Background: an optimization exercise with open tools, aiming at small area and few clock cycles per item. Do not read the settings as production practice. In this exercise RTL edits were held to simulation tests only and were not proved equivalent to the original.

==> flow/design.v <==
package sosg_pkg;
    localparam int unsigned PHASE_BITS_DEF      = 32;
    localparam int unsigned TABLE_ADDR_BITS_DEF = 10;
    localparam int unsigned SAMPLE_BITS_DEF     = 16;
    localparam int unsigned CELL_BITS = 8;
    localparam int unsigned AMP_BITS       = 15;
    localparam int unsigned STEP_BITS      = 32;
    localparam int unsigned APB_DATA_BITS  = 32;
    localparam int unsigned APB_ADDR_BITS  = 3;
    localparam logic [AMP_BITS-1:0]  AMP_RESET  = 15'd2048;
    localparam logic [STEP_BITS-1:0] STEP_RESET = 32'd0;
    localparam logic REG_AMPLITUDE  = 1'b0;
    localparam logic REG_PHASE_STEP = 1'b1;
    localparam int unsigned IN_DATA_BITS = 8;
    typedef struct packed {
        logic [AMP_BITS-1:0]  amplitude;
        logic [STEP_BITS-1:0] phase_step;
    } cfg_t;
    typedef struct packed {
        logic restart;
        logic block_end;
        logic carry;
    } cell_ctl_t;
endpackage
module sosg_regs (
    input  logic                                 clk,
    input  logic                                 rst_n,
    input  logic                                 psel,
    input  logic                                 penable,
    input  logic                                 pwrite,
    input  logic [sosg_pkg::APB_ADDR_BITS-1:0]   paddr,
    input  logic [sosg_pkg::APB_DATA_BITS-1:0]   pwdata,
    output logic [sosg_pkg::APB_DATA_BITS-1:0]   prdata,
    output logic                                 pready,
    output sosg_pkg::cfg_t                       cfg
);
    logic [sosg_pkg::AMP_BITS-1:0]  amplitude_reg;
    logic [sosg_pkg::STEP_BITS-1:0] phase_step_reg;
    logic                           wr_en;
    logic                           reg_idx;
    assign pready  = 1'b1;
    assign wr_en   = psel && penable && pwrite;
    assign reg_idx = paddr[2];
    always_ff @(posedge clk or negedge rst_n)
    begin
        if (!rst_n)
        begin
            amplitude_reg  <= sosg_pkg::AMP_RESET;
            phase_step_reg <= sosg_pkg::STEP_RESET;
        end
        else if (wr_en)
        begin
            case (reg_idx)
                sosg_pkg::REG_AMPLITUDE:  amplitude_reg  <= pwdata[sosg_pkg::AMP_BITS-1:0];
                sosg_pkg::REG_PHASE_STEP: phase_step_reg <= pwdata[sosg_pkg::STEP_BITS-1:0];
                default:                  ;
            endcase
        end
    end
    always_comb
    begin
        case (reg_idx)
            sosg_pkg::REG_AMPLITUDE:  prdata = sosg_pkg::APB_DATA_BITS'(amplitude_reg);
            sosg_pkg::REG_PHASE_STEP: prdata = sosg_pkg::APB_DATA_BITS'(phase_step_reg);
            default:                  prdata = '0;
        endcase
    end
    assign cfg.amplitude  = amplitude_reg;
    assign cfg.phase_step = phase_step_reg;
endmodule
module sosg_phase_cell #(
    parameter int unsigned PHASE_W = 32,
    parameter int unsigned IDX     = 0
) (
    input  logic                            clk,
    input  logic                            rst_n,
    input  logic                            in_valid,
    output logic                            in_ready,
    input  sosg_pkg::cell_ctl_t             in_ctl,
    input  logic [PHASE_W-1:0]              in_phase,
    input  logic [sosg_pkg::CELL_BITS-1:0]  step_slice,
    output logic                            out_valid,
    input  logic                            out_ready,
    output sosg_pkg::cell_ctl_t             out_ctl,
    output logic [PHASE_W-1:0]              out_phase
);
    localparam int unsigned W = sosg_pkg::CELL_BITS;
    logic [W-1:0]        slice_reg;
    logic [W-1:0]        slice_next;
    logic [W-1:0]        cur;
    logic [W:0]          sum;
    logic                valid_reg;
    sosg_pkg::cell_ctl_t ctl_reg;
    sosg_pkg::cell_ctl_t ctl_next;
    logic [PHASE_W-1:0]  phase_reg;
    logic [PHASE_W-1:0]  phase_next;
    logic                load;
    assign in_ready = !valid_reg || out_ready;
    assign load     = in_valid && in_ready;
    always_comb
    begin
        cur        = in_ctl.restart ? '0 : slice_reg;
        sum        = {1'b0, cur} + {1'b0, step_slice} + (W+1)'(in_ctl.carry);
        slice_next = sum[W-1:0];
        ctl_next       = in_ctl;
        ctl_next.carry = sum[W];
        phase_next = in_phase;
        phase_next[IDX*W +: W] = cur;
    end
    always_ff @(posedge clk or negedge rst_n)
    begin
        if (!rst_n)
        begin
            slice_reg <= '0;
            valid_reg <= 1'b0;
        end
        else
        begin
            if (load)
            begin
                slice_reg <= slice_next;
                valid_reg <= 1'b1;
            end
            else if (out_ready)
            begin
                valid_reg <= 1'b0;
            end
        end
    end
    always_ff @(posedge clk)
    begin
        if (load)
        begin
            ctl_reg   <= ctl_next;
            phase_reg <= phase_next;
        end
    end
    assign out_valid = valid_reg;
    assign out_ctl   = ctl_reg;
    assign out_phase = phase_reg;
endmodule
module sosg_qrom (
    input  logic [10:0] addr,
    output logic [15:0] data
);
    always_comb
    begin
        case (addr)
            11'd0: data = 16'd0;
            11'd1: data = 16'd50;
            11'd2: data = 16'd101;
            11'd3: data = 16'd151;
            11'd4: data = 16'd201;
            11'd5: data = 16'd251;
            11'd6: data = 16'd302;
            11'd7: data = 16'd352;
            11'd8: data = 16'd402;
            11'd9: data = 16'd452;
            11'd10: data = 16'd503;
            11'd11: data = 16'd553;
            11'd12: data = 16'd603;
            11'd13: data = 16'd653;
            11'd14: data = 16'd704;
            11'd15: data = 16'd754;
            11'd16: data = 16'd804;
            11'd17: data = 16'd854;
            11'd18: data = 16'd905;
            11'd19: data = 16'd955;
            11'd20: data = 16'd1005;
            11'd21: data = 16'd1055;
            11'd22: data = 16'd1106;
            11'd23: data = 16'd1156;
            11'd24: data = 16'd1206;
            11'd25: data = 16'd1256;
            11'd26: data = 16'd1307;
            11'd27: data = 16'd1357;
            11'd28: data = 16'd1407;
            11'd29: data = 16'd1457;
            11'd30: data = 16'd1507;
            11'd31: data = 16'd1558;
            11'd32: data = 16'd1608;
            11'd33: data = 16'd1658;
            11'd34: data = 16'd1708;
            11'd35: data = 16'd1758;
            11'd36: data = 16'd1809;
            11'd37: data = 16'd1859;
            11'd38: data = 16'd1909;
            11'd39: data = 16'd1959;
            11'd40: data = 16'd2009;
            11'd41: data = 16'd2060;
            11'd42: data = 16'd2110;
            11'd43: data = 16'd2160;
            11'd44: data = 16'd2210;
            11'd45: data = 16'd2260;
            11'd46: data = 16'd2310;
            11'd47: data = 16'd2360;
            11'd48: data = 16'd2411;
            11'd49: data = 16'd2461;
            11'd50: data = 16'd2511;
            11'd51: data = 16'd2561;
            11'd52: data = 16'd2611;
            11'd53: data = 16'd2661;
            11'd54: data = 16'd2711;
            11'd55: data = 16'd2761;
            11'd56: data = 16'd2811;
            11'd57: data = 16'd2861;
            11'd58: data = 16'd2912;
            11'd59: data = 16'd2962;
            11'd60: data = 16'd3012;
            11'd61: data = 16'd3062;
            11'd62: data = 16'd3112;
            11'd63: data = 16'd3162;
            11'd64: data = 16'd3212;
            11'd65: data = 16'd3262;
            11'd66: data = 16'd3312;
            11'd67: data = 16'd3362;
            11'd68: data = 16'd3412;
            11'd69: data = 16'd3462;
            11'd70: data = 16'd3512;
            11'd71: data = 16'd3562;
            11'd72: data = 16'd3612;
            11'd73: data = 16'd3662;
            11'd74: data = 16'd3712;
            11'd75: data = 16'd3762;
            11'd76: data = 16'd3812;
            11'd77: data = 16'd3861;
            11'd78: data = 16'd3911;
            11'd79: data = 16'd3961;
            11'd80: data = 16'd4011;
            11'd81: data = 16'd4061;
            11'd82: data = 16'd4111;
            11'd83: data = 16'd4161;
            11'd84: data = 16'd4211;
            11'd85: data = 16'd4260;
            11'd86: data = 16'd4310;
            11'd87: data = 16'd4360;
            11'd88: data = 16'd4410;
            11'd89: data = 16'd4460;
            11'd90: data = 16'd4510;
            11'd91: data = 16'd4559;
            11'd92: data = 16'd4609;
            11'd93: data = 16'd4659;
            11'd94: data = 16'd4709;
            11'd95: data = 16'd4758;
            11'd96: data = 16'd4808;
            11'd97: data = 16'd4858;
            11'd98: data = 16'd4907;
            11'd99: data = 16'd4957;
            11'd100: data = 16'd5007;
            11'd101: data = 16'd5057;
            11'd102: data = 16'd5106;
            11'd103: data = 16'd5156;
            11'd104: data = 16'd5205;
            11'd105: data = 16'd5255;
            11'd106: data = 16'd5305;
            11'd107: data = 16'd5354;
            11'd108: data = 16'd5404;
            11'd109: data = 16'd5453;
            11'd110: data = 16'd5503;
            11'd111: data = 16'd5553;
            11'd112: data = 16'd5602;
            11'd113: data = 16'd5652;
            11'd114: data = 16'd5701;
            11'd115: data = 16'd5751;
            11'd116: data = 16'd5800;
            11'd117: data = 16'd5850;
            11'd118: data = 16'd5899;
            11'd119: data = 16'd5948;
            11'd120: data = 16'd5998;
            11'd121: data = 16'd6047;
            11'd122: data = 16'd6097;
            11'd123: data = 16'd6146;
            11'd124: data = 16'd6195;
            11'd125: data = 16'd6245;
            11'd126: data = 16'd6294;
            11'd127: data = 16'd6343;
            11'd128: data = 16'd6393;
            11'd129: data = 16'd6442;
            11'd130: data = 16'd6491;
            11'd131: data = 16'd6541;
            11'd132: data = 16'd6590;
            11'd133: data = 16'd6639;
            11'd134: data = 16'd6688;
            11'd135: data = 16'd6737;
            11'd136: data = 16'd6787;
            11'd137: data = 16'd6836;
            11'd138: data = 16'd6885;
            11'd139: data = 16'd6934;
            11'd140: data = 16'd6983;
            11'd141: data = 16'd7032;
            11'd142: data = 16'd7081;
            11'd143: data = 16'd7130;
            11'd144: data = 16'd7180;
            11'd145: data = 16'd7229;
            11'd146: data = 16'd7278;
            11'd147: data = 16'd7327;
            11'd148: data = 16'd7376;
            11'd149: data = 16'd7425;
            11'd150: data = 16'd7473;
            11'd151: data = 16'd7522;
            11'd152: data = 16'd7571;
            11'd153: data = 16'd7620;
            11'd154: data = 16'd7669;
            11'd155: data = 16'd7718;
            11'd156: data = 16'd7767;
            11'd157: data = 16'd7816;
            11'd158: data = 16'd7864;
            11'd159: data = 16'd7913;
            11'd160: data = 16'd7962;
            11'd161: data = 16'd8011;
            11'd162: data = 16'd8059;
            11'd163: data = 16'd8108;
            11'd164: data = 16'd8157;
            11'd165: data = 16'd8206;
            11'd166: data = 16'd8254;
            11'd167: data = 16'd8303;
            11'd168: data = 16'd8351;
            11'd169: data = 16'd8400;
            11'd170: data = 16'd8449;
            11'd171: data = 16'd8497;
            11'd172: data = 16'd8546;
            11'd173: data = 16'd8594;
            11'd174: data = 16'd8643;
            11'd175: data = 16'd8691;
            11'd176: data = 16'd8740;
            11'd177: data = 16'd8788;
            11'd178: data = 16'd8836;
            11'd179: data = 16'd8885;
            11'd180: data = 16'd8933;
            11'd181: data = 16'd8982;
            11'd182: data = 16'd9030;
            11'd183: data = 16'd9078;
            11'd184: data = 16'd9127;
            11'd185: data = 16'd9175;
            11'd186: data = 16'd9223;
            11'd187: data = 16'd9271;
            11'd188: data = 16'd9319;
            11'd189: data = 16'd9368;
            11'd190: data = 16'd9416;
            11'd191: data = 16'd9464;
            11'd192: data = 16'd9512;
            11'd193: data = 16'd9560;
            11'd194: data = 16'd9608;
            11'd195: data = 16'd9656;
            11'd196: data = 16'd9704;
            11'd197: data = 16'd9752;
            11'd198: data = 16'd9800;
            11'd199: data = 16'd9848;
            11'd200: data = 16'd9896;
            11'd201: data = 16'd9944;
            11'd202: data = 16'd9992;
            11'd203: data = 16'd10040;
            11'd204: data = 16'd10088;
            11'd205: data = 16'd10135;
            11'd206: data = 16'd10183;
            11'd207: data = 16'd10231;
            11'd208: data = 16'd10279;
            11'd209: data = 16'd10326;
            11'd210: data = 16'd10374;
            11'd211: data = 16'd10422;
            11'd212: data = 16'd10469;
            11'd213: data = 16'd10517;
            11'd214: data = 16'd10565;
            11'd215: data = 16'd10612;
            11'd216: data = 16'd10660;
            11'd217: data = 16'd10707;
            11'd218: data = 16'd10755;
            11'd219: data = 16'd10802;
            11'd220: data = 16'd10850;
            11'd221: data = 16'd10897;
            11'd222: data = 16'd10945;
            11'd223: data = 16'd10992;
            11'd224: data = 16'd11039;
            11'd225: data = 16'd11087;
            11'd226: data = 16'd11134;
            11'd227: data = 16'd11181;
            11'd228: data = 16'd11228;
            11'd229: data = 16'd11276;
            11'd230: data = 16'd11323;
            11'd231: data = 16'd11370;
            11'd232: data = 16'd11417;
            11'd233: data = 16'd11464;
            11'd234: data = 16'd11511;
            11'd235: data = 16'd11558;
            11'd236: data = 16'd11605;
            11'd237: data = 16'd11652;
            11'd238: data = 16'd11699;
            11'd239: data = 16'd11746;
            11'd240: data = 16'd11793;
            11'd241: data = 16'd11840;
            11'd242: data = 16'd11887;
            11'd243: data = 16'd11934;
            11'd244: data = 16'd11980;
            11'd245: data = 16'd12027;
            11'd246: data = 16'd12074;
            11'd247: data = 16'd12121;
            11'd248: data = 16'd12167;
            11'd249: data = 16'd12214;
            11'd250: data = 16'd12261;
            11'd251: data = 16'd12307;
            11'd252: data = 16'd12354;
            11'd253: data = 16'd12400;
            11'd254: data = 16'd12447;
            11'd255: data = 16'd12493;
            11'd256: data = 16'd12540;
            11'd257: data = 16'd12586;
            11'd258: data = 16'd12633;
            11'd259: data = 16'd12679;
            11'd260: data = 16'd12725;
            11'd261: data = 16'd12772;
            11'd262: data = 16'd12818;
            11'd263: data = 16'd12864;
            11'd264: data = 16'd12910;
            11'd265: data = 16'd12957;
            11'd266: data = 16'd13003;
            11'd267: data = 16'd13049;
            11'd268: data = 16'd13095;
            11'd269: data = 16'd13141;
            11'd270: data = 16'd13187;
            11'd271: data = 16'd13233;
            11'd272: data = 16'd13279;
            11'd273: data = 16'd13325;
            11'd274: data = 16'd13371;
            11'd275: data = 16'd13417;
            11'd276: data = 16'd13463;
            11'd277: data = 16'd13508;
            11'd278: data = 16'd13554;
            11'd279: data = 16'd13600;
            11'd280: data = 16'd13646;
            11'd281: data = 16'd13691;
            11'd282: data = 16'd13737;
            11'd283: data = 16'd13783;
            11'd284: data = 16'd13828;
            11'd285: data = 16'd13874;
            11'd286: data = 16'd13919;
            11'd287: data = 16'd13965;
            11'd288: data = 16'd14010;
            11'd289: data = 16'd14056;
            11'd290: data = 16'd14101;
            11'd291: data = 16'd14146;
            11'd292: data = 16'd14192;
            11'd293: data = 16'd14237;
            11'd294: data = 16'd14282;
            11'd295: data = 16'd14327;
            11'd296: data = 16'd14373;
            11'd297: data = 16'd14418;
            11'd298: data = 16'd14463;
            11'd299: data = 16'd14508;
            11'd300: data = 16'd14553;
            11'd301: data = 16'd14598;
            11'd302: data = 16'd14643;
            11'd303: data = 16'd14688;
            11'd304: data = 16'd14733;
            11'd305: data = 16'd14778;
            11'd306: data = 16'd14823;
            11'd307: data = 16'd14867;
            11'd308: data = 16'd14912;
            11'd309: data = 16'd14957;
            11'd310: data = 16'd15002;
            11'd311: data = 16'd15046;
            11'd312: data = 16'd15091;
            11'd313: data = 16'd15136;
            11'd314: data = 16'd15180;
            11'd315: data = 16'd15225;
            11'd316: data = 16'd15269;
            11'd317: data = 16'd15314;
            11'd318: data = 16'd15358;
            11'd319: data = 16'd15402;
            11'd320: data = 16'd15447;
            11'd321: data = 16'd15491;
            11'd322: data = 16'd15535;
            11'd323: data = 16'd15580;
            11'd324: data = 16'd15624;
            11'd325: data = 16'd15668;
            11'd326: data = 16'd15712;
            11'd327: data = 16'd15756;
            11'd328: data = 16'd15800;
            11'd329: data = 16'd15844;
            11'd330: data = 16'd15888;
            11'd331: data = 16'd15932;
            11'd332: data = 16'd15976;
            11'd333: data = 16'd16020;
            11'd334: data = 16'd16064;
            11'd335: data = 16'd16108;
            11'd336: data = 16'd16151;
            11'd337: data = 16'd16195;
            11'd338: data = 16'd16239;
            11'd339: data = 16'd16282;
            11'd340: data = 16'd16326;
            11'd341: data = 16'd16369;
            11'd342: data = 16'd16413;
            11'd343: data = 16'd16456;
            11'd344: data = 16'd16500;
            11'd345: data = 16'd16543;
            11'd346: data = 16'd16587;
            11'd347: data = 16'd16630;
            11'd348: data = 16'd16673;
            11'd349: data = 16'd16717;
            11'd350: data = 16'd16760;
            11'd351: data = 16'd16803;
            11'd352: data = 16'd16846;
            11'd353: data = 16'd16889;
            11'd354: data = 16'd16932;
            11'd355: data = 16'd16975;
            11'd356: data = 16'd17018;
            11'd357: data = 16'd17061;
            11'd358: data = 16'd17104;
            11'd359: data = 16'd17147;
            11'd360: data = 16'd17190;
            11'd361: data = 16'd17233;
            11'd362: data = 16'd17275;
            11'd363: data = 16'd17318;
            11'd364: data = 16'd17361;
            11'd365: data = 16'd17403;
            11'd366: data = 16'd17446;
            11'd367: data = 16'd17488;
            11'd368: data = 16'd17531;
            11'd369: data = 16'd17573;
            11'd370: data = 16'd17616;
            11'd371: data = 16'd17658;
            11'd372: data = 16'd17700;
            11'd373: data = 16'd17743;
            11'd374: data = 16'd17785;
            11'd375: data = 16'd17827;
            11'd376: data = 16'd17869;
            11'd377: data = 16'd17911;
            11'd378: data = 16'd17953;
            11'd379: data = 16'd17995;
            11'd380: data = 16'd18037;
            11'd381: data = 16'd18079;
            11'd382: data = 16'd18121;
            11'd383: data = 16'd18163;
            11'd384: data = 16'd18205;
            11'd385: data = 16'd18247;
            11'd386: data = 16'd18288;
            11'd387: data = 16'd18330;
            11'd388: data = 16'd18372;
            11'd389: data = 16'd18413;
            11'd390: data = 16'd18455;
            11'd391: data = 16'd18496;
            11'd392: data = 16'd18538;
            11'd393: data = 16'd18579;
            11'd394: data = 16'd18621;
            11'd395: data = 16'd18662;
            11'd396: data = 16'd18703;
            11'd397: data = 16'd18745;
            11'd398: data = 16'd18786;
            11'd399: data = 16'd18827;
            11'd400: data = 16'd18868;
            11'd401: data = 16'd18909;
            11'd402: data = 16'd18950;
            11'd403: data = 16'd18991;
            11'd404: data = 16'd19032;
            11'd405: data = 16'd19073;
            11'd406: data = 16'd19114;
            11'd407: data = 16'd19155;
            11'd408: data = 16'd19195;
            11'd409: data = 16'd19236;
            11'd410: data = 16'd19277;
            11'd411: data = 16'd19317;
            11'd412: data = 16'd19358;
            11'd413: data = 16'd19399;
            11'd414: data = 16'd19439;
            11'd415: data = 16'd19479;
            11'd416: data = 16'd19520;
            11'd417: data = 16'd19560;
            11'd418: data = 16'd19601;
            11'd419: data = 16'd19641;
            11'd420: data = 16'd19681;
            11'd421: data = 16'd19721;
            11'd422: data = 16'd19761;
            11'd423: data = 16'd19801;
            11'd424: data = 16'd19841;
            11'd425: data = 16'd19881;
            11'd426: data = 16'd19921;
            11'd427: data = 16'd19961;
            11'd428: data = 16'd20001;
            11'd429: data = 16'd20041;
            11'd430: data = 16'd20081;
            11'd431: data = 16'd20120;
            11'd432: data = 16'd20160;
            11'd433: data = 16'd20200;
            11'd434: data = 16'd20239;
            11'd435: data = 16'd20279;
            11'd436: data = 16'd20318;
            11'd437: data = 16'd20357;
            11'd438: data = 16'd20397;
            11'd439: data = 16'd20436;
            11'd440: data = 16'd20475;
            11'd441: data = 16'd20515;
            11'd442: data = 16'd20554;
            11'd443: data = 16'd20593;
            11'd444: data = 16'd20632;
            11'd445: data = 16'd20671;
            11'd446: data = 16'd20710;
            11'd447: data = 16'd20749;
            11'd448: data = 16'd20788;
            11'd449: data = 16'd20827;
            11'd450: data = 16'd20865;
            11'd451: data = 16'd20904;
            11'd452: data = 16'd20943;
            11'd453: data = 16'd20981;
            11'd454: data = 16'd21020;
            11'd455: data = 16'd21059;
            11'd456: data = 16'd21097;
            11'd457: data = 16'd21136;
            11'd458: data = 16'd21174;
            11'd459: data = 16'd21212;
            11'd460: data = 16'd21251;
            11'd461: data = 16'd21289;
            11'd462: data = 16'd21327;
            11'd463: data = 16'd21365;
            11'd464: data = 16'd21403;
            11'd465: data = 16'd21441;
            11'd466: data = 16'd21479;
            11'd467: data = 16'd21517;
            11'd468: data = 16'd21555;
            11'd469: data = 16'd21593;
            11'd470: data = 16'd21631;
            11'd471: data = 16'd21668;
            11'd472: data = 16'd21706;
            11'd473: data = 16'd21744;
            11'd474: data = 16'd21781;
            11'd475: data = 16'd21819;
            11'd476: data = 16'd21856;
            11'd477: data = 16'd21894;
            11'd478: data = 16'd21931;
            11'd479: data = 16'd21968;
            11'd480: data = 16'd22006;
            11'd481: data = 16'd22043;
            11'd482: data = 16'd22080;
            11'd483: data = 16'd22117;
            11'd484: data = 16'd22154;
            11'd485: data = 16'd22191;
            11'd486: data = 16'd22228;
            11'd487: data = 16'd22265;
            11'd488: data = 16'd22302;
            11'd489: data = 16'd22339;
            11'd490: data = 16'd22375;
            11'd491: data = 16'd22412;
            11'd492: data = 16'd22449;
            11'd493: data = 16'd22485;
            11'd494: data = 16'd22522;
            11'd495: data = 16'd22558;
            11'd496: data = 16'd22595;
            11'd497: data = 16'd22631;
            11'd498: data = 16'd22668;
            11'd499: data = 16'd22704;
            11'd500: data = 16'd22740;
            11'd501: data = 16'd22776;
            11'd502: data = 16'd22812;
            11'd503: data = 16'd22848;
            11'd504: data = 16'd22884;
            11'd505: data = 16'd22920;
            11'd506: data = 16'd22956;
            11'd507: data = 16'd22992;
            11'd508: data = 16'd23028;
            11'd509: data = 16'd23064;
            11'd510: data = 16'd23099;
            11'd511: data = 16'd23135;
            11'd512: data = 16'd23170;
            11'd513: data = 16'd23206;
            11'd514: data = 16'd23241;
            11'd515: data = 16'd23277;
            11'd516: data = 16'd23312;
            11'd517: data = 16'd23348;
            11'd518: data = 16'd23383;
            11'd519: data = 16'd23418;
            11'd520: data = 16'd23453;
            11'd521: data = 16'd23488;
            11'd522: data = 16'd23523;
            11'd523: data = 16'd23558;
            11'd524: data = 16'd23593;
            11'd525: data = 16'd23628;
            11'd526: data = 16'd23663;
            11'd527: data = 16'd23697;
            11'd528: data = 16'd23732;
            11'd529: data = 16'd23767;
            11'd530: data = 16'd23801;
            11'd531: data = 16'd23836;
            11'd532: data = 16'd23870;
            11'd533: data = 16'd23905;
            11'd534: data = 16'd23939;
            11'd535: data = 16'd23973;
            11'd536: data = 16'd24008;
            11'd537: data = 16'd24042;
            11'd538: data = 16'd24076;
            11'd539: data = 16'd24110;
            11'd540: data = 16'd24144;
            11'd541: data = 16'd24178;
            11'd542: data = 16'd24212;
            11'd543: data = 16'd24246;
            11'd544: data = 16'd24279;
            11'd545: data = 16'd24313;
            11'd546: data = 16'd24347;
            11'd547: data = 16'd24380;
            11'd548: data = 16'd24414;
            11'd549: data = 16'd24448;
            11'd550: data = 16'd24481;
            11'd551: data = 16'd24514;
            11'd552: data = 16'd24548;
            11'd553: data = 16'd24581;
            11'd554: data = 16'd24614;
            11'd555: data = 16'd24647;
            11'd556: data = 16'd24680;
            11'd557: data = 16'd24713;
            11'd558: data = 16'd24746;
            11'd559: data = 16'd24779;
            11'd560: data = 16'd24812;
            11'd561: data = 16'd24845;
            11'd562: data = 16'd24878;
            11'd563: data = 16'd24910;
            11'd564: data = 16'd24943;
            11'd565: data = 16'd24976;
            11'd566: data = 16'd25008;
            11'd567: data = 16'd25041;
            11'd568: data = 16'd25073;
            11'd569: data = 16'd25105;
            11'd570: data = 16'd25138;
            11'd571: data = 16'd25170;
            11'd572: data = 16'd25202;
            11'd573: data = 16'd25234;
            11'd574: data = 16'd25266;
            11'd575: data = 16'd25298;
            11'd576: data = 16'd25330;
            11'd577: data = 16'd25362;
            11'd578: data = 16'd25394;
            11'd579: data = 16'd25425;
            11'd580: data = 16'd25457;
            11'd581: data = 16'd25489;
            11'd582: data = 16'd25520;
            11'd583: data = 16'd25552;
            11'd584: data = 16'd25583;
            11'd585: data = 16'd25615;
            11'd586: data = 16'd25646;
            11'd587: data = 16'd25677;
            11'd588: data = 16'd25708;
            11'd589: data = 16'd25739;
            11'd590: data = 16'd25771;
            11'd591: data = 16'd25802;
            11'd592: data = 16'd25833;
            11'd593: data = 16'd25863;
            11'd594: data = 16'd25894;
            11'd595: data = 16'd25925;
            11'd596: data = 16'd25956;
            11'd597: data = 16'd25986;
            11'd598: data = 16'd26017;
            11'd599: data = 16'd26048;
            11'd600: data = 16'd26078;
            11'd601: data = 16'd26108;
            11'd602: data = 16'd26139;
            11'd603: data = 16'd26169;
            11'd604: data = 16'd26199;
            11'd605: data = 16'd26229;
            11'd606: data = 16'd26259;
            11'd607: data = 16'd26290;
            11'd608: data = 16'd26320;
            11'd609: data = 16'd26349;
            11'd610: data = 16'd26379;
            11'd611: data = 16'd26409;
            11'd612: data = 16'd26439;
            11'd613: data = 16'd26468;
            11'd614: data = 16'd26498;
            11'd615: data = 16'd26528;
            11'd616: data = 16'd26557;
            11'd617: data = 16'd26586;
            11'd618: data = 16'd26616;
            11'd619: data = 16'd26645;
            11'd620: data = 16'd26674;
            11'd621: data = 16'd26704;
            11'd622: data = 16'd26733;
            11'd623: data = 16'd26762;
            11'd624: data = 16'd26791;
            11'd625: data = 16'd26820;
            11'd626: data = 16'd26848;
            11'd627: data = 16'd26877;
            11'd628: data = 16'd26906;
            11'd629: data = 16'd26935;
            11'd630: data = 16'd26963;
            11'd631: data = 16'd26992;
            11'd632: data = 16'd27020;
            11'd633: data = 16'd27049;
            11'd634: data = 16'd27077;
            11'd635: data = 16'd27105;
            11'd636: data = 16'd27133;
            11'd637: data = 16'd27162;
            11'd638: data = 16'd27190;
            11'd639: data = 16'd27218;
            11'd640: data = 16'd27246;
            11'd641: data = 16'd27273;
            11'd642: data = 16'd27301;
            11'd643: data = 16'd27329;
            11'd644: data = 16'd27357;
            11'd645: data = 16'd27384;
            11'd646: data = 16'd27412;
            11'd647: data = 16'd27440;
            11'd648: data = 16'd27467;
            11'd649: data = 16'd27494;
            11'd650: data = 16'd27522;
            11'd651: data = 16'd27549;
            11'd652: data = 16'd27576;
            11'd653: data = 16'd27603;
            11'd654: data = 16'd27630;
            11'd655: data = 16'd27657;
            11'd656: data = 16'd27684;
            11'd657: data = 16'd27711;
            11'd658: data = 16'd27738;
            11'd659: data = 16'd27765;
            11'd660: data = 16'd27791;
            11'd661: data = 16'd27818;
            11'd662: data = 16'd27844;
            11'd663: data = 16'd27871;
            11'd664: data = 16'd27897;
            11'd665: data = 16'd27924;
            11'd666: data = 16'd27950;
            11'd667: data = 16'd27976;
            11'd668: data = 16'd28002;
            11'd669: data = 16'd28028;
            11'd670: data = 16'd28054;
            11'd671: data = 16'd28080;
            11'd672: data = 16'd28106;
            11'd673: data = 16'd28132;
            11'd674: data = 16'd28158;
            11'd675: data = 16'd28183;
            11'd676: data = 16'd28209;
            11'd677: data = 16'd28234;
            11'd678: data = 16'd28260;
            11'd679: data = 16'd28285;
            11'd680: data = 16'd28311;
            11'd681: data = 16'd28336;
            11'd682: data = 16'd28361;
            11'd683: data = 16'd28386;
            11'd684: data = 16'd28411;
            11'd685: data = 16'd28436;
            11'd686: data = 16'd28461;
            11'd687: data = 16'd28486;
            11'd688: data = 16'd28511;
            11'd689: data = 16'd28536;
            11'd690: data = 16'd28560;
            11'd691: data = 16'd28585;
            11'd692: data = 16'd28610;
            11'd693: data = 16'd28634;
            11'd694: data = 16'd28658;
            11'd695: data = 16'd28683;
            11'd696: data = 16'd28707;
            11'd697: data = 16'd28731;
            11'd698: data = 16'd28755;
            11'd699: data = 16'd28779;
            11'd700: data = 16'd28803;
            11'd701: data = 16'd28827;
            11'd702: data = 16'd28851;
            11'd703: data = 16'd28875;
            11'd704: data = 16'd28899;
            11'd705: data = 16'd28922;
            11'd706: data = 16'd28946;
            11'd707: data = 16'd28970;
            11'd708: data = 16'd28993;
            11'd709: data = 16'd29016;
            11'd710: data = 16'd29040;
            11'd711: data = 16'd29063;
            11'd712: data = 16'd29086;
            11'd713: data = 16'd29109;
            11'd714: data = 16'd29132;
            11'd715: data = 16'd29155;
            11'd716: data = 16'd29178;
            11'd717: data = 16'd29201;
            11'd718: data = 16'd29224;
            11'd719: data = 16'd29247;
            11'd720: data = 16'd29269;
            11'd721: data = 16'd29292;
            11'd722: data = 16'd29314;
            11'd723: data = 16'd29337;
            11'd724: data = 16'd29359;
            11'd725: data = 16'd29381;
            11'd726: data = 16'd29404;
            11'd727: data = 16'd29426;
            11'd728: data = 16'd29448;
            11'd729: data = 16'd29470;
            11'd730: data = 16'd29492;
            11'd731: data = 16'd29514;
            11'd732: data = 16'd29535;
            11'd733: data = 16'd29557;
            11'd734: data = 16'd29579;
            11'd735: data = 16'd29600;
            11'd736: data = 16'd29622;
            11'd737: data = 16'd29643;
            11'd738: data = 16'd29665;
            11'd739: data = 16'd29686;
            11'd740: data = 16'd29707;
            11'd741: data = 16'd29729;
            11'd742: data = 16'd29750;
            11'd743: data = 16'd29771;
            11'd744: data = 16'd29792;
            11'd745: data = 16'd29813;
            11'd746: data = 16'd29833;
            11'd747: data = 16'd29854;
            11'd748: data = 16'd29875;
            11'd749: data = 16'd29895;
            11'd750: data = 16'd29916;
            11'd751: data = 16'd29936;
            11'd752: data = 16'd29957;
            11'd753: data = 16'd29977;
            11'd754: data = 16'd29997;
            11'd755: data = 16'd30018;
            11'd756: data = 16'd30038;
            11'd757: data = 16'd30058;
            11'd758: data = 16'd30078;
            11'd759: data = 16'd30098;
            11'd760: data = 16'd30118;
            11'd761: data = 16'd30137;
            11'd762: data = 16'd30157;
            11'd763: data = 16'd30177;
            11'd764: data = 16'd30196;
            11'd765: data = 16'd30216;
            11'd766: data = 16'd30235;
            11'd767: data = 16'd30254;
            11'd768: data = 16'd30274;
            11'd769: data = 16'd30293;
            11'd770: data = 16'd30312;
            11'd771: data = 16'd30331;
            11'd772: data = 16'd30350;
            11'd773: data = 16'd30369;
            11'd774: data = 16'd30388;
            11'd775: data = 16'd30407;
            11'd776: data = 16'd30425;
            11'd777: data = 16'd30444;
            11'd778: data = 16'd30462;
            11'd779: data = 16'd30481;
            11'd780: data = 16'd30499;
            11'd781: data = 16'd30518;
            11'd782: data = 16'd30536;
            11'd783: data = 16'd30554;
            11'd784: data = 16'd30572;
            11'd785: data = 16'd30590;
            11'd786: data = 16'd30608;
            11'd787: data = 16'd30626;
            11'd788: data = 16'd30644;
            11'd789: data = 16'd30662;
            11'd790: data = 16'd30680;
            11'd791: data = 16'd30697;
            11'd792: data = 16'd30715;
            11'd793: data = 16'd30732;
            11'd794: data = 16'd30750;
            11'd795: data = 16'd30767;
            11'd796: data = 16'd30784;
            11'd797: data = 16'd30801;
            11'd798: data = 16'd30819;
            11'd799: data = 16'd30836;
            11'd800: data = 16'd30853;
            11'd801: data = 16'd30869;
            11'd802: data = 16'd30886;
            11'd803: data = 16'd30903;
            11'd804: data = 16'd30920;
            11'd805: data = 16'd30936;
            11'd806: data = 16'd30953;
            11'd807: data = 16'd30969;
            11'd808: data = 16'd30986;
            11'd809: data = 16'd31002;
            11'd810: data = 16'd31018;
            11'd811: data = 16'd31034;
            11'd812: data = 16'd31050;
            11'd813: data = 16'd31067;
            11'd814: data = 16'd31082;
            11'd815: data = 16'd31098;
            11'd816: data = 16'd31114;
            11'd817: data = 16'd31130;
            11'd818: data = 16'd31146;
            11'd819: data = 16'd31161;
            11'd820: data = 16'd31177;
            11'd821: data = 16'd31192;
            11'd822: data = 16'd31207;
            11'd823: data = 16'd31223;
            11'd824: data = 16'd31238;
            11'd825: data = 16'd31253;
            11'd826: data = 16'd31268;
            11'd827: data = 16'd31283;
            11'd828: data = 16'd31298;
            11'd829: data = 16'd31313;
            11'd830: data = 16'd31328;
            11'd831: data = 16'd31342;
            11'd832: data = 16'd31357;
            11'd833: data = 16'd31372;
            11'd834: data = 16'd31386;
            11'd835: data = 16'd31400;
            11'd836: data = 16'd31415;
            11'd837: data = 16'd31429;
            11'd838: data = 16'd31443;
            11'd839: data = 16'd31457;
            11'd840: data = 16'd31471;
            11'd841: data = 16'd31485;
            11'd842: data = 16'd31499;
            11'd843: data = 16'd31513;
            11'd844: data = 16'd31527;
            11'd845: data = 16'd31540;
            11'd846: data = 16'd31554;
            11'd847: data = 16'd31568;
            11'd848: data = 16'd31581;
            11'd849: data = 16'd31594;
            11'd850: data = 16'd31608;
            11'd851: data = 16'd31621;
            11'd852: data = 16'd31634;
            11'd853: data = 16'd31647;
            11'd854: data = 16'd31660;
            11'd855: data = 16'd31673;
            11'd856: data = 16'd31686;
            11'd857: data = 16'd31699;
            11'd858: data = 16'd31711;
            11'd859: data = 16'd31724;
            11'd860: data = 16'd31737;
            11'd861: data = 16'd31749;
            11'd862: data = 16'd31761;
            11'd863: data = 16'd31774;
            11'd864: data = 16'd31786;
            11'd865: data = 16'd31798;
            11'd866: data = 16'd31810;
            11'd867: data = 16'd31822;
            11'd868: data = 16'd31834;
            11'd869: data = 16'd31846;
            11'd870: data = 16'd31858;
            11'd871: data = 16'd31870;
            11'd872: data = 16'd31881;
            11'd873: data = 16'd31893;
            11'd874: data = 16'd31904;
            11'd875: data = 16'd31916;
            11'd876: data = 16'd31927;
            11'd877: data = 16'd31938;
            11'd878: data = 16'd31950;
            11'd879: data = 16'd31961;
            11'd880: data = 16'd31972;
            11'd881: data = 16'd31983;
            11'd882: data = 16'd31994;
            11'd883: data = 16'd32005;
            11'd884: data = 16'd32015;
            11'd885: data = 16'd32026;
            11'd886: data = 16'd32037;
            11'd887: data = 16'd32047;
            11'd888: data = 16'd32058;
            11'd889: data = 16'd32068;
            11'd890: data = 16'd32078;
            11'd891: data = 16'd32088;
            11'd892: data = 16'd32099;
            11'd893: data = 16'd32109;
            11'd894: data = 16'd32119;
            11'd895: data = 16'd32129;
            11'd896: data = 16'd32138;
            11'd897: data = 16'd32148;
            11'd898: data = 16'd32158;
            11'd899: data = 16'd32167;
            11'd900: data = 16'd32177;
            11'd901: data = 16'd32186;
            11'd902: data = 16'd32196;
            11'd903: data = 16'd32205;
            11'd904: data = 16'd32214;
            11'd905: data = 16'd32224;
            11'd906: data = 16'd32233;
            11'd907: data = 16'd32242;
            11'd908: data = 16'd32251;
            11'd909: data = 16'd32259;
            11'd910: data = 16'd32268;
            11'd911: data = 16'd32277;
            11'd912: data = 16'd32286;
            11'd913: data = 16'd32294;
            11'd914: data = 16'd32303;
            11'd915: data = 16'd32311;
            11'd916: data = 16'd32319;
            11'd917: data = 16'd32328;
            11'd918: data = 16'd32336;
            11'd919: data = 16'd32344;
            11'd920: data = 16'd32352;
            11'd921: data = 16'd32360;
            11'd922: data = 16'd32368;
            11'd923: data = 16'd32376;
            11'd924: data = 16'd32383;
            11'd925: data = 16'd32391;
            11'd926: data = 16'd32398;
            11'd927: data = 16'd32406;
            11'd928: data = 16'd32413;
            11'd929: data = 16'd32421;
            11'd930: data = 16'd32428;
            11'd931: data = 16'd32435;
            11'd932: data = 16'd32442;
            11'd933: data = 16'd32449;
            11'd934: data = 16'd32456;
            11'd935: data = 16'd32463;
            11'd936: data = 16'd32470;
            11'd937: data = 16'd32477;
            11'd938: data = 16'd32483;
            11'd939: data = 16'd32490;
            11'd940: data = 16'd32496;
            11'd941: data = 16'd32503;
            11'd942: data = 16'd32509;
            11'd943: data = 16'd32515;
            11'd944: data = 16'd32522;
            11'd945: data = 16'd32528;
            11'd946: data = 16'd32534;
            11'd947: data = 16'd32540;
            11'd948: data = 16'd32546;
            11'd949: data = 16'd32551;
            11'd950: data = 16'd32557;
            11'd951: data = 16'd32563;
            11'd952: data = 16'd32568;
            11'd953: data = 16'd32574;
            11'd954: data = 16'd32579;
            11'd955: data = 16'd32585;
            11'd956: data = 16'd32590;
            11'd957: data = 16'd32595;
            11'd958: data = 16'd32600;
            11'd959: data = 16'd32605;
            11'd960: data = 16'd32610;
            11'd961: data = 16'd32615;
            11'd962: data = 16'd32620;
            11'd963: data = 16'd32625;
            11'd964: data = 16'd32629;
            11'd965: data = 16'd32634;
            11'd966: data = 16'd32638;
            11'd967: data = 16'd32643;
            11'd968: data = 16'd32647;
            11'd969: data = 16'd32651;
            11'd970: data = 16'd32656;
            11'd971: data = 16'd32660;
            11'd972: data = 16'd32664;
            11'd973: data = 16'd32668;
            11'd974: data = 16'd32672;
            11'd975: data = 16'd32675;
            11'd976: data = 16'd32679;
            11'd977: data = 16'd32683;
            11'd978: data = 16'd32686;
            11'd979: data = 16'd32690;
            11'd980: data = 16'd32693;
            11'd981: data = 16'd32697;
            11'd982: data = 16'd32700;
            11'd983: data = 16'd32703;
            11'd984: data = 16'd32706;
            11'd985: data = 16'd32709;
            11'd986: data = 16'd32712;
            11'd987: data = 16'd32715;
            11'd988: data = 16'd32718;
            11'd989: data = 16'd32721;
            11'd990: data = 16'd32723;
            11'd991: data = 16'd32726;
            11'd992: data = 16'd32729;
            11'd993: data = 16'd32731;
            11'd994: data = 16'd32733;
            11'd995: data = 16'd32736;
            11'd996: data = 16'd32738;
            11'd997: data = 16'd32740;
            11'd998: data = 16'd32742;
            11'd999: data = 16'd32744;
            11'd1000: data = 16'd32746;
            11'd1001: data = 16'd32748;
            11'd1002: data = 16'd32749;
            11'd1003: data = 16'd32751;
            11'd1004: data = 16'd32753;
            11'd1005: data = 16'd32754;
            11'd1006: data = 16'd32756;
            11'd1007: data = 16'd32757;
            11'd1008: data = 16'd32758;
            11'd1009: data = 16'd32759;
            11'd1010: data = 16'd32760;
            11'd1011: data = 16'd32761;
            11'd1012: data = 16'd32762;
            11'd1013: data = 16'd32763;
            11'd1014: data = 16'd32764;
            11'd1015: data = 16'd32765;
            11'd1016: data = 16'd32766;
            11'd1017: data = 16'd32766;
            11'd1018: data = 16'd32767;
            11'd1019: data = 16'd32767;
            11'd1020: data = 16'd32767;
            11'd1021: data = 16'd32768;
            11'd1022: data = 16'd32768;
            11'd1023: data = 16'd32768;
            11'd1024: data = 16'd32768;
            default: data = 16'd0;
        endcase
    end
endmodule
module sosg_shaper #(
    parameter int unsigned PHASE_W         = 32,
    parameter int unsigned PHASE_BITS      = sosg_pkg::PHASE_BITS_DEF,
    parameter int unsigned TABLE_ADDR_BITS = sosg_pkg::TABLE_ADDR_BITS_DEF,
    parameter int unsigned SAMPLE_BITS     = sosg_pkg::SAMPLE_BITS_DEF,
    parameter int unsigned OUT_DATA_BITS   = 16
) (
    input  logic                            clk,
    input  logic                            rst_n,
    input  logic [sosg_pkg::AMP_BITS-1:0]   amplitude,
    input  logic                            in_valid,
    output logic                            in_ready,
    input  sosg_pkg::cell_ctl_t             in_ctl,
    input  logic [PHASE_W-1:0]              in_phase,
    output logic                            m_tvalid,
    input  logic                            m_tready,
    output logic [OUT_DATA_BITS-1:0]        m_tdata,
    output logic                            m_tlast
);
    localparam int unsigned TA      = TABLE_ADDR_BITS;
    localparam int unsigned SB      = SAMPLE_BITS;
    localparam int unsigned AB      = sosg_pkg::AMP_BITS;
    localparam int unsigned PROD_W  = AB + SB;
    localparam int unsigned MAG_W   = AB + 1;
    localparam int unsigned CMP_W   = (MAG_W > SB) ? MAG_W : SB;
    localparam logic [TA:0]      QTR_N   = (TA+1)'(1) << TA;
    localparam logic [CMP_W-1:0] MAG_MAX = CMP_W'({1'b0, {(SB-1){1'b1}}});
    logic [1:0]        quad;
    logic [TA-1:0]     k;
    logic [TA:0]       rom_addr;
    logic [SB-1:0]     rom_data;
    logic              v1_reg, v2_reg, v3_reg;
    logic              r1, r2, r3;
    logic [SB-1:0]     ent_reg;
    logic              neg1_reg, neg2_reg;
    logic              last1_reg, last2_reg, last3_reg;
    logic [PROD_W-1:0] prod_reg;
    logic [PROD_W-1:0] prod_next;
    logic [SB-1:0]     sample_reg;
    logic [SB-1:0]     sample_next;
    logic [CMP_W-1:0]  mag_w;
    logic [CMP_W-1:0]  mag_sat;
    logic [SB-1:0]     mag_sb;
    assign r3 = !v3_reg || m_tready;
    assign r2 = !v2_reg || r3;
    assign r1 = !v1_reg || r2;
    assign in_ready = r1;
    assign quad     = in_phase[PHASE_BITS-1 -: 2];
    assign k        = in_phase[PHASE_BITS-3 -: TA];
    assign rom_addr = quad[0] ? (QTR_N - {1'b0, k}) : {1'b0, k};
    sosg_qrom u_qrom (
        .addr (rom_addr),
        .data (rom_data)
    );
    assign prod_next = PROD_W'(amplitude) * PROD_W'(ent_reg);
    always_comb
    begin
        mag_w       = CMP_W'(prod_reg[PROD_W-1:SB-1]);
        mag_sat     = (mag_w > MAG_MAX) ? MAG_MAX : mag_w;
        mag_sb      = mag_sat[SB-1:0];
        sample_next = neg2_reg ? (SB'(0) - mag_sb) : mag_sb;
    end
    always_ff @(posedge clk or negedge rst_n)
    begin
        if (!rst_n)
        begin
            v1_reg <= 1'b0;
            v2_reg <= 1'b0;
            v3_reg <= 1'b0;
        end
        else
        begin
            if (r1)
                v1_reg <= in_valid;
            if (r2)
                v2_reg <= v1_reg;
            if (r3)
                v3_reg <= v2_reg;
        end
    end
    always_ff @(posedge clk)
    begin
        if (r1 && in_valid)
        begin
            ent_reg   <= rom_data;
            neg1_reg  <= quad[1];
            last1_reg <= in_ctl.block_end;
        end
        if (r2 && v1_reg)
        begin
            prod_reg  <= prod_next;
            neg2_reg  <= neg1_reg;
            last2_reg <= last1_reg;
        end
        if (r3 && v2_reg)
        begin
            sample_reg <= sample_next;
            last3_reg  <= last2_reg;
        end
    end
    assign m_tvalid = v3_reg;
    assign m_tdata  = OUT_DATA_BITS'(sample_reg);
    assign m_tlast  = last3_reg;
endmodule
module sine_oscillator_sample_generator #(
    parameter int unsigned PHASE_BITS      = sosg_pkg::PHASE_BITS_DEF,
    parameter int unsigned TABLE_ADDR_BITS = sosg_pkg::TABLE_ADDR_BITS_DEF,
    parameter int unsigned SAMPLE_BITS     = sosg_pkg::SAMPLE_BITS_DEF
) (
    input  logic                                clk,
    input  logic                                rst_n,
    input  logic                                s_tvalid,
    output logic                                s_tready,
    input  logic [sosg_pkg::IN_DATA_BITS-1:0]   s_tdata,   
    input  logic                                s_tlast,
    output logic                                m_tvalid,
    input  logic                                m_tready,
    output logic [((SAMPLE_BITS+7)/8)*8-1:0]    m_tdata,   
    output logic                                m_tlast,
    input  logic                                psel,
    input  logic                                penable,
    input  logic                                pwrite,
    input  logic [sosg_pkg::APB_ADDR_BITS-1:0]  paddr,
    input  logic [sosg_pkg::APB_DATA_BITS-1:0]  pwdata,
    output logic [sosg_pkg::APB_DATA_BITS-1:0]  prdata,
    output logic                                pready
);
    localparam int unsigned CB            = sosg_pkg::CELL_BITS;
    localparam int unsigned NUM_CELLS     = (PHASE_BITS + CB - 1) / CB;
    localparam int unsigned PHASE_W       = NUM_CELLS * CB;
    localparam int unsigned OUT_DATA_BITS = ((SAMPLE_BITS + 7) / 8) * 8;
    localparam int unsigned SB_W          = sosg_pkg::STEP_BITS;
    sosg_pkg::cfg_t cfg;
    logic                 cell_valid [0:NUM_CELLS];
    logic                 cell_ready [0:NUM_CELLS];
    logic [2:0]           cell_ctl   [0:NUM_CELLS];   
    logic [PHASE_W-1:0]   cell_phase [0:NUM_CELLS];
    logic [PHASE_W-1:0]   step_w;
    sosg_regs u_regs (
        .clk     (clk),
        .rst_n   (rst_n),
        .psel    (psel),
        .penable (penable),
        .pwrite  (pwrite),
        .paddr   (paddr),
        .pwdata  (pwdata),
        .prdata  (prdata),
        .pready  (pready),
        .cfg     (cfg)
    );
    genvar b;
    generate
        for (b = 0; b < PHASE_W; b++)
        begin : g_step
            if (b < SB_W && b < PHASE_BITS)
            begin : g_bit
                assign step_w[b] = cfg.phase_step[b];
            end
            else
            begin : g_pad
                assign step_w[b] = 1'b0;
            end
        end
    endgenerate
    assign cell_valid[0]         = s_tvalid;
    assign s_tready              = cell_ready[0];
    assign cell_ctl[0]           = {s_tdata[0], s_tlast, 1'b0};   
    assign cell_phase[0]         = '0;
    genvar i;
    generate
        for (i = 0; i < NUM_CELLS; i++)
        begin : g_cell
            sosg_phase_cell #(
                .PHASE_W (PHASE_W),
                .IDX     (i)
            ) u_cell (
                .clk        (clk),
                .rst_n      (rst_n),
                .in_valid   (cell_valid[i]),
                .in_ready   (cell_ready[i]),
                .in_ctl     (cell_ctl[i]),
                .in_phase   (cell_phase[i]),
                .step_slice (step_w[i*CB +: CB]),
                .out_valid  (cell_valid[i+1]),
                .out_ready  (cell_ready[i+1]),
                .out_ctl    (cell_ctl[i+1]),
                .out_phase  (cell_phase[i+1])
            );
        end
    endgenerate
    sosg_shaper #(
        .PHASE_W         (PHASE_W),
        .PHASE_BITS      (PHASE_BITS),
        .TABLE_ADDR_BITS (TABLE_ADDR_BITS),
        .SAMPLE_BITS     (SAMPLE_BITS),
        .OUT_DATA_BITS   (OUT_DATA_BITS)
    ) u_shaper (
        .clk       (clk),
        .rst_n     (rst_n),
        .amplitude (cfg.amplitude),
        .in_valid  (cell_valid[NUM_CELLS]),
        .in_ready  (cell_ready[NUM_CELLS]),
        .in_ctl    (cell_ctl[NUM_CELLS]),
        .in_phase  (cell_phase[NUM_CELLS]),
        .m_tvalid  (m_tvalid),
        .m_tready  (m_tready),
        .m_tdata   (m_tdata),
        .m_tlast   (m_tlast)
    );
endmodule
==> flow/run.sh <==
#!/bin/bash
# synth_recipe.tcl (not shown) runs the flow's synth.tcl, then flattens the netlist and writes it again
# the make line also repeats each setting of config.mk as NAME=value (left out here)
make -C /OpenROAD-flow-scripts/flow DESIGN_CONFIG=/design/flow/config.mk WORK_HOME=/design/flow/orfs CLKGATE_MAP_FILE= SYNTH_SCRIPT=/design/flow/synth_recipe.tcl finish
==> flow/config.mk <==
export PLATFORM = sky130hd
export DESIGN_NAME = sine_oscillator_sample_generator
export DESIGN_NICKNAME = sine_oscillator_sample_generator
export VERILOG_FILES = /design/flow/design.v
export SDC_FILE = /design/flow/constraint.sdc
export NUM_CORES = 4
export LEC_CHECK = 0
export CAP_MARGIN = 20
export CORE_MARGIN = 2
export CORE_UTILIZATION = 40
export SLEW_MARGIN = 20
export SYNTH_MEMORY_MAX_BITS = 65536
==> flow/constraint.sdc <==
create_clock -name core_clock -period 7.5 [get_ports {clk}]
set_input_delay 1.5000 -clock core_clock [delete_from_list [all_inputs] [get_ports {clk}]]
set_output_delay 1.5000 -clock core_clock [all_outputs]
set_load 0.01 [all_outputs]
==> flow_summary.toml <==
[grt]
grt_start_max_net_pins = 144
grt_pass1_vias = 27000
overflow = 0
grt_antenna_before_repair = 14
grt_pass1_wl_um = 192000
grt_usage = 0.393

[cts]
cts-resized-gates = 0
cts_max_level = 4
hold_buffers = 0
clock_latency_ps = 470
path_clk_slew_ps = 70
cts_sinks = 165
cts_buffer_depth = 2
cts_tree = "built"
cts-root-buf = "clkbuf_16"
cts_buffers = 17
post-cts-setup-buffers = 0

[sta]
tns_ps = 0
slew_headroom = 0.106
fin_skew_ps = 13.6
final_max_slew_viol_count = 0
period_needed_ps = 6750
worst_slack_ps = 748
rsz0062_at_grt = "false"
hold_viol_final = 0
setup_viol = 0
worstMarginPinSlew_ps = 1340
post-route-period-util = 0.900
max_freq_ghz = 0.148

[floorplan]
core_area_um2 = 64500
fp-row-count = 93
die_h_um = 259
dieArea_um2 = 67200
start_util = 0.404
ios = 103
dieWidth_um = 259

[logic_synthesis]
ys_seq_elements = 165
synth_mux_area_frac = 0.0429
synth_largest_area_cell = "fa_1"
syn_nets = 3699
synth-compound-area-share = 0.265
synth_warnings = 15
avgSynthCellArea_um2 = 7.85
synthMostInstantiatedCell = "nand2_1"
synth.top_cell.area_share = 0.143
synth_area_leaders = "fa_1 (14%), edfxtp_1 (9.1%), dfrtp_1 (8.2%), ha_1 (6.8%), a21oi_1 (5.4%)"
synth_seq_area_share = 0.174
synth.distinct_cells = 109
syn_inst = 3321
synth-adder-area-share = 0.210
synthFlopType = "dfrtp_1"
synthXorXnorAreaFrac = 0.0195
async_reset_ff_frac = 0.521
netlist_top_cells_count = "nand2_1 (358), a21oi_1 (281), inv_1 (250), o21ai_0 (249), nor2_1 (202)"
synth.cell_area_um2 = 26100
synth_top_family_by_area = "compound AO/OA/AOI/OAI gates"
synth-edff-count = 79
synth_simple_gate_area_share = 0.201

[final_layout]
fin_cells = 4171
drive_gt1_frac = 0.0956
regArea_um2 = 4530
synthToLayoutAreaGrowth_pct = 9.87
multi_input_area_um2 = 19400
fin_area_um2 = 28600
nets = 3672
nFillCells = 6673

[worst_setup_path]
cp.arrival_ps = 6950
cp-end-kind = "flop"
r2r-start = "u_regs.amplitude_reg[2]"
worstSetupPathType = "flop to flop"
critPathMaxStageDelay_ps = 620
crit_slowest_cell = "dfrtp_1"
crit_family = "adder cells"
crit_path_start = "u_regs.amplitude_reg[2]"
critPathBufInv = 6
crit_path_start_kind = "flop"
crit_chain = "and2_1 -> fa_1 -> inv_1 -> fa_1 -> inv_1 -> fa_1 -> inv_1 -> fa_1 -> inv_1 -> fa_1 -> inv_1 -> fa_1 -> inv_1 -> ha_1 -> or3_1 -> a221oi_1 -> o211ai_1 -> nand3_1 -> a211oi_1 -> nor2_1 -> nor3_1 -> a2111oi_0 -> xnor2_1"
worst-path-max-fanout = 18
cp.required_ps = 7700

[place]
dp_hpwl_um = 96600
post_dp_cell_area_um2 = 28000
finalWeightedCongestion = 1.10
post-place-ws_ps = 688
io_buffers = 92
dpl.cell_count = 4129

[routing]
first_iter_violations = 4415
wl_um = 135000
drc = 0
route.met3.wl_um = 16100
routed-wl-met2_um = 54400
route.antenna.remaining_nets = 0
firstDrtPassIters = 13
drt-met1-wl_um = 52700
routed.top_layer = "met5"
viasPerCell = 6.83
wire_per_inst_um = 32.3
vias = 28500

[hold_path]
hold_start = "u_shaper.last1_reg"
worstHoldPathType = "flop to flop"

[outcome]
run_status = "complete, no violations"

[job]
maxCapViolCount = 0
layer usage:
metal  vias to the layer above  GRT usage
met3                       682      0.127
met1                     13800      0.505
met4                        10      0.274
met5                         -          0
li1                      11800          -
met2                      2158      0.555
logic make-up after synthesis:
| logic type | count (synthesis) |
|---|---|
| xor gates and xnor gates | 52 |
| adders and majority gates | 327 |
| DFF | 165 |
| and+or+nand+nor | 1071 |
| AOI/OAI and AO/OA | 1067 |
| muxes | 99 |
| other | 1 |
| buffers and inverters | 539 |
worst register-to-register path, delay by kind of cell, from the launching register on:
kind,cells,cell delay [ps]
xor+xnor,1,110
compound gates,4,1120
flops,1,620
fa+ha+maj,7,3120
simple gates,5,1210
buf+inv,6,310
path summary, 6_finish.rpt:
check,endpoint,slack (ps),depth (start not counted)
setup / recovery,u_shaper.prod_reg[27],750,23
hold / removal,u_shaper.last2_reg,420,0
setup reg to reg,u_shaper.prod_reg[27],750,23
hold reg to reg,u_shaper.last2_reg,420,0
max in group asynchronous,g_cell[2].u_cell.slice_reg[1],5410,2
min in group asynchronous,u_regs.phase_step_reg[9],930,1
per-stage QoR:
stage                util  hold slack (ps)
global placement    0.434              405
detailed placement  0.434              407
finish              0.444              425
global route        0.444              428
floorplan               -              400
CTS                 0.444              427
layout make-up:
type,count,area share
Clock buffer,17,0.0149
Timing Repair Buffer,235,0.0717
Inverter,258,0.0340
Tap cell,855,0.0373
Sequential cell,165,0.158
Multi-Input combinational cell,2617,0.677
Clock inverter,15,0.00633
Antenna cell,9,0.000786
placed cells by master (no fill, tap or decap), types with 15 or more instances in the layout:
master,synthesis,routed
a311oi_1,26,26
o21ai_0,249,247
dfrtp_1,85,85
inv_1,250,250
nor2b_1,56,54
nor2_1,202,201
nor4_1,24,24
mux2_2,72,72
xnor2_1,27,26
edfxtp_1,79,79
o211ai_1,49,49
ha_1,141,141
nor3_1,81,79
nand2_1,358,357
a21oi_1,281,281
nand4_1,16,16
o31ai_1,19,19
nand3_1,62,62
and2_1,171,170
clkdlybuf4s50_1,0,91
clkbuf_16,0,17
o21ai_1,22,24
a2111oi_0,15,15
a211oi_1,53,52
o221ai_1,32,32
a31oi_1,56,55
mux2i_1,22,20
nand2b_1,26,26
o311ai_0,18,18
a21o_1,28,28
xor2_1,21,20
o22ai_1,32,32
a221oi_1,31,31
buf_4,19,139
fa_1,186,186
Testbench counts, summed over its fixed seeds: cycles 19,424, items 19,200.

==> re-timing with driven ports <==
No port has a modelled driver above. Below, the same layout with a new extraction and two added sets of constraints.
Step 1 assumes that a clkbuf_16 drives the clock port and a buf_2 every other input.
Step 2 moves the port delays by t, midway between the first and last clock arrival at a register: inputs arrive t later, outputs are due t later. That takes back most of the time a late clock gives input paths.
Slacks: ideal / step 1 / step 2; pairs: ideal / step 1.
t, ns: 0.520
slack for setup (ns): 0.748 / 0.748 / 0.748
slew at the worst register clock pin (ns): 0.08 / 0.08
cell pins on the clock port's net: 1
After both steps this run still meets setup and hold. The setup slack of this run moves by 0.000 ns with the drivers and by 0.000 ns with both steps.
